Background: an optimization exercise with open tools, aiming at small area, a short achievable clock period and few clock cycles per item. Do not read the settings as production practice. Where RTL was checked, it was by simulation tests only, not by an equivalence proof against the original.

Design subbytes_pipe, start of the top module:
module subbytes_pipe #(
    parameter int NUM_BYTES = 16,
    parameter int LANE_W    = 8
) (
    input  logic                   clk_i,
    input  logic                   rst_ni,
    input  logic                   in_valid_i,
    output logic                   in_ready_o,
    input  logic [8*NUM_BYTES-1:0] in_data_i,
    input  logic                   inv_i,
    output logic                   out_valid_o,
    input  logic                   out_ready_i,
    output logic [8*NUM_BYTES-1:0] out_data_o,
    output logic                   busy_o
);
    if (LANE_W != 8) begin : g_bad_lane_w
        $error("subbytes_pipe: LANE_W must be 8");
    end
    if (NUM_BYTES < 1 || NUM_BYTES > 16) begin : g_bad_num_bytes
        $error("subbytes_pipe: NUM_BYTES must be in 1..16");
    end
    localparam int NB = NUM_BYTES;
    logic            adv;         
    logic            acc;         
  ...
export LEC_CHECK = 0
export CAP_MARGIN = 20
export CORE_MARGIN = 2
export CORE_UTILIZATION = 65
export PLACE_DENSITY = 0.75
export SLEW_MARGIN = 20
export SYNTH_HIERARCHICAL = 1
export SYNTH_MINIMUM_KEEP_SIZE = 0
create_clock -name core_clock -period 13.0 [get_ports {clk_i}]
standard.sh (not shown) runs the stock make flow with config.mk's settings and CLKGATE_MAP_FILE= SYNTH_SCRIPT=/design/flow/synth_recipe.tcl, a recipe that flattens the netlist after the stock synthesis.
==> flow/flow/run.sh <==
#!/bin/bash
export BUFFER_PORTS_ARGS="-buffer_cell sky130_fd_sc_hd__buf_2"
bash standard.sh finish SETUP_SLACK_MARGIN=${MARGIN:-9} RECOVER_POWER=100 > standard.log 2>&1
The baseline completed, yet does not pass: max-capacitance violations, max-slew violations.
Testbench counts at the start, summed over its fixed seeds: cycles 6,012, items 6,000.
==> next run, changes <==
==> flow/flow/run.sh (replaced) <==
#!/bin/bash
export BUFFER_PORTS_ARGS="-buffer_cell sky130_fd_sc_hd__buf_2"
bash standard.sh finish SETUP_SLACK_MARGIN=${MARGIN:-9} > standard.log 2>&1
Settings changed: CTS_CLUSTER_DIAMETER set to 100, CTS_CLUSTER_SIZE set to 24.
Now the flow completed with no timing, DRC or antenna violations.
Utilization went down by 1.1 points.
Global-route usage falls by 0.56 points.
Routed wire length fell slightly.
Synthesized cell count does not change.
Count of clock-buffer cells in the layout drops by 48.
Maximum frequency rises by well over a third.
Clock skew stays flat.
Area after synthesis is unchanged.
Cell area is lower slightly.
==> next run, changes <==
Settings changed: CORE_UTILIZATION 65 to 45, CTS_CLUSTER_DIAMETER 100 to unset, CTS_CLUSTER_SIZE 24 to unset, PLACE_DENSITY 0.75 to 0.6.
Synthesized cell count does not change.
Setup slack is better by 8.4 ps.
Global-route usage fell by 6.4 points.
==> next run, changes <==
Settings changed: CORE_UTILIZATION 45 to 65, PLACE_DENSITY 0.6 to 0.75.
- The changed run passed the timing, DRC and antenna checks
- final cell count falls by 6.7%
- global-route usage rises by 7.0 points
- worst hold slack is about the same
- register-to-register slack is worse by 120 ps
- final area drops by 1.7%
- wire length rises by 2.4%
- critical path depth went up by 2
- setup slack improved by 16 ps
- area after synthesis stays the same
- sequential cell count is unchanged

---

subbytes_pipe, a different RTL version from the one above (not shown whole).
Size: about 3600 cells after synthesis, roughly 520 flip-flops, about 260 I/O pins.
==> flow/design.v (excerpt) <==
module subbytes_pipe #(
    parameter int NUM_BYTES = 16,
    parameter int LANE_W    = 8
) (
    input  logic                   clk_i,
    input  logic                   rst_ni,
    input  logic                   in_valid_i,
    output logic                   in_ready_o,
    input  logic [8*NUM_BYTES-1:0] in_data_i,
    input  logic                   inv_i,
    output logic                   out_valid_o,
    input  logic                   out_ready_i,
    output logic [8*NUM_BYTES-1:0] out_data_o,
    output logic                   busy_o
);
Settings: LEC_CHECK=0, CAP_MARGIN=20, CORE_MARGIN=2, CORE_UTILIZATION=65, CTS_CLUSTER_DIAMETER=100, CTS_CLUSTER_SIZE=24, PLACE_DENSITY=0.75, SLEW_MARGIN=20, SYNTH_HIERARCHICAL=1, SYNTH_MINIMUM_KEEP_SIZE=0; clock period 13.0 ns.
==> flow/flow/run.sh <==
#!/bin/bash
export BUFFER_PORTS_ARGS="-buffer_cell sky130_fd_sc_hd__buf_1"
bash standard.sh finish SETUP_SLACK_MARGIN=${MARGIN:-9.2} > standard.log 2>&1
Testbench counts at the start, summed over its fixed seeds: cycles 6,012, items 6,000.
Then changed:
==> flow/flow/run.sh (replaced) <==
#!/bin/bash
export BUFFER_PORTS_ARGS="-buffer_cell sky130_fd_sc_hd__buf_1"
bash standard.sh finish SETUP_SLACK_MARGIN=${MARGIN:-9} > standard.log 2>&1
Effect: The changed run passed the timing, DRC and antenna checks. Area after synthesis does not change. Final cell count went down by about 1.9%. Clock skew barely changes. Non-clock buffer count decreases by 78. Global-route usage drops by 0.48 points. Worst setup slack is worse by 0.044 ns.
Then changed:
CAP_MARGIN = 5   (was 20)
SLEW_MARGIN = 5   (was 20)
After rerunning:
- fmax hardly moves
- setup slack is about the same
- global-route usage stays the same
- count of clock-buffer cells in the layout does not change
- design area is about the same
- register-to-register slack stays flat
- clock skew is about the same
Then changed:
==> flow/flow/run.sh (replaced) <==
#!/bin/bash
export BUFFER_PORTS_ARGS="-buffer_cell sky130_fd_sc_hd__buf_1"
bash standard.sh finish SETUP_SLACK_MARGIN=${MARGIN:-8.9} > standard.log 2>&1
CAP_MARGIN = 20   (was 5)
SLEW_MARGIN = 20   (was 5)
=> The changed run ran to the end with no violations; clock skew is about the same; routed wire length decreases by 1.1%; count of clock-buffer cells in the layout stays the same; area after synthesis stays the same; worst setup slack loses 0.072 ns; global-route usage stays the same; fmax decreases by 1.8%; via count is about the same; die area does not change.
Then changed:
==> flow/flow/run.sh (replaced) <==
#!/bin/bash
export BUFFER_PORTS_ARGS="-buffer_cell sky130_fd_sc_hd__buf_2"
bash standard.sh finish SETUP_SLACK_MARGIN=${MARGIN:-8.7} > standard.log 2>&1
=> Worst setup slack is worse by 0.19 ns. Sequential cell count is unchanged. Cell count hardly moves. Non-clock buffer count came out lower by 3. Area after synthesis stays the same. Wire length grows by about 0.5%. Register-to-register slack is worse by 0.04 ns. Global-route usage barely changes. Hold slack improved by 0.015 ns.
Then changed:
==> flow/flow/run.sh (replaced) <==
#!/bin/bash
export BUFFER_PORTS_ARGS="-buffer_cell sky130_fd_sc_hd__buf_2"
bash standard.sh finish SETUP_SLACK_MARGIN=${MARGIN:-9} > standard.log 2>&1
CORE_UTILIZATION = 75   (was 65)
PLACE_DENSITY = 0.85   (was 0.75)
Outcome:
- routed wire length is higher slightly
- global-route usage is higher by 3.0 points
- synthesized area stays the same
- hold slack is worse by 0.017 ns

---

Another version of the RTL of subbytes_pipe (not shown whole).
Size: roughly 520 flip-flops, about 260 I/O pins, about 38000 sq um of cells after synthesis.
clock: 13.0 ns
lec_check: 0
cap_margin: 20
core_margin: 2
core_utilization: 65
cts_cluster_diameter: 100
cts_cluster_size: 24
place_density: 0.75
slew_margin: 20
synth_hierarchical: 1
synth_minimum_keep_size: 0
==> flow/flow/run.sh <==
#!/bin/bash
export BUFFER_PORTS_ARGS="-buffer_cell sky130_fd_sc_hd__buf_1"
bash standard.sh finish SETUP_SLACK_MARGIN=${MARGIN:-9.2} > standard.log 2>&1
Edit:
==> flow/flow/run.sh (replaced) <==
#!/bin/bash
export BUFFER_PORTS_ARGS="-buffer_cell sky130_fd_sc_hd__buf_1"
bash standard.sh finish SETUP_SLACK_MARGIN=${MARGIN:-9} > standard.log 2>&1
Register-to-register slack barely changes.
Via count shrinks by 4.0%.
Edit:
==> flow/flow/run.sh (replaced) <==
#!/bin/bash
export BUFFER_PORTS_ARGS="-buffer_cell sky130_fd_sc_hd__buf_2"
bash standard.sh finish SETUP_SLACK_MARGIN=${MARGIN:-9} > standard.log 2>&1
What happened: Final cell count stays flat; count of clock-buffer cells in the layout shrinks by 1; non-clock buffer count shrinks by 4; design area grows slightly.
No functional check of the RTL was part of any run of this note.

---

subbytes_pipe with an RTL version that a note above also has.
For scale: about 3600 cells after synthesis, ~38000 um^2 of cells after synthesis.
Settings: LEC_CHECK=0, CAP_MARGIN=20, CORE_MARGIN=2, CORE_UTILIZATION=65, CTS_CLUSTER_DIAMETER=100, CTS_CLUSTER_SIZE=24, PLACE_DENSITY=0.75, SLEW_MARGIN=20, SYNTH_HIERARCHICAL=1, SYNTH_MINIMUM_KEEP_SIZE=0; clock period 13.0 ns.
==> flow/flow/run.sh <==
#!/bin/bash
export BUFFER_PORTS_ARGS="-buffer_cell sky130_fd_sc_hd__buf_1"
bash standard.sh finish SETUP_SLACK_MARGIN=${MARGIN:-9} > standard.log 2>&1
The baseline completed with no timing, DRC or antenna violations.
Testbench counts at the start, summed over its fixed seeds: cycles 6,012, items 6,000.
Next try:
==> flow/flow/run.sh (replaced) <==
#!/bin/bash
export BUFFER_PORTS_ARGS="-buffer_cell sky130_fd_sc_hd__buf_2"
bash standard.sh finish SETUP_SLACK_MARGIN=${MARGIN:-9} > standard.log 2>&1
Synthesized cell count is unchanged.
Worst hold slack gains 0.0056 ns.
Via count increases by 0.58%.
Global-route usage stays flat.
Routed wire length went up by 0.39%.

==> what the ideal ports hide <==
The flow's constraints put no driver on any port. The routed layouts listed below were extracted and timed again, unchanged, in two steps. Step 1, drivers: a clkbuf_16 drives clk_i and a buf_2 each remaining input, both assumed. Step 2 adds t to the input delays and takes it off the output delays; t is the mean of the earliest and latest rising clock arrival at the registers after step 1. Input paths then give back, and output paths get back, about the clock's delay inside the block. Slacks: ideal ports / drivers / drivers and shift; pairs: ideal ports / drivers.
run | t (ns) | setup slack, ns | worst slew at a driven data input, ns | cell pins on the clock port's net
the first run of note 1 | 0.653 | 5.458 / 5.448 / 4.795 | 0.11 | 1
the second run of note 1 | 0.671 | 9.123 / 9.058 / 8.514 | 0.11 | 1
the third run of note 1 | 0.672 | 9.132 / 9.070 / 8.527 | 0.08 | 1
the fourth run of note 1 | 0.653 | 9.147 / 9.094 / 8.523 | 0.10 | 1
the first run of note 2 | 0.647 | 9.170 / 9.109 / 8.694 | 0.13 | 1
the second run of note 2 | 0.640 | 9.125 / 9.065 / 8.579 | 0.16 | 1
the third run of note 2 | 0.641 | 9.127 / 9.066 / 8.568 | 0.16 | 1
the fourth run of note 2 | 0.639 | 9.055 / 9.067 / 8.451 | 0.16 | 1
the fifth run of note 2 | 0.653 | 8.863 / 8.883 / 8.230 | 0.20 | 1
the sixth run of note 2 | 0.631 | 9.070 / 9.092 / 8.461 | 0.18 | 1
the first run of note 3 | 0.650 | 9.247 / 9.182 / 8.680 | 0.10 | 1
the second run of note 3 | 0.659 | 9.126 / 9.101 / 8.496 | 0.10 | 1
the third run of note 3 | 0.658 | 9.084 / 9.113 / 8.455 | 0.10 | 1
the first run of note 4 | 0.640 | 9.125 / 9.065 / 8.579 | 0.16 | 1
the second run of note 4 | 0.654 | 9.121 / 9.062 / 8.496 | 0.19 | 1
The setup slack of the first run of note 1, which loses most, moves by -0.010 ns with the drivers and by -0.663 ns with both steps.
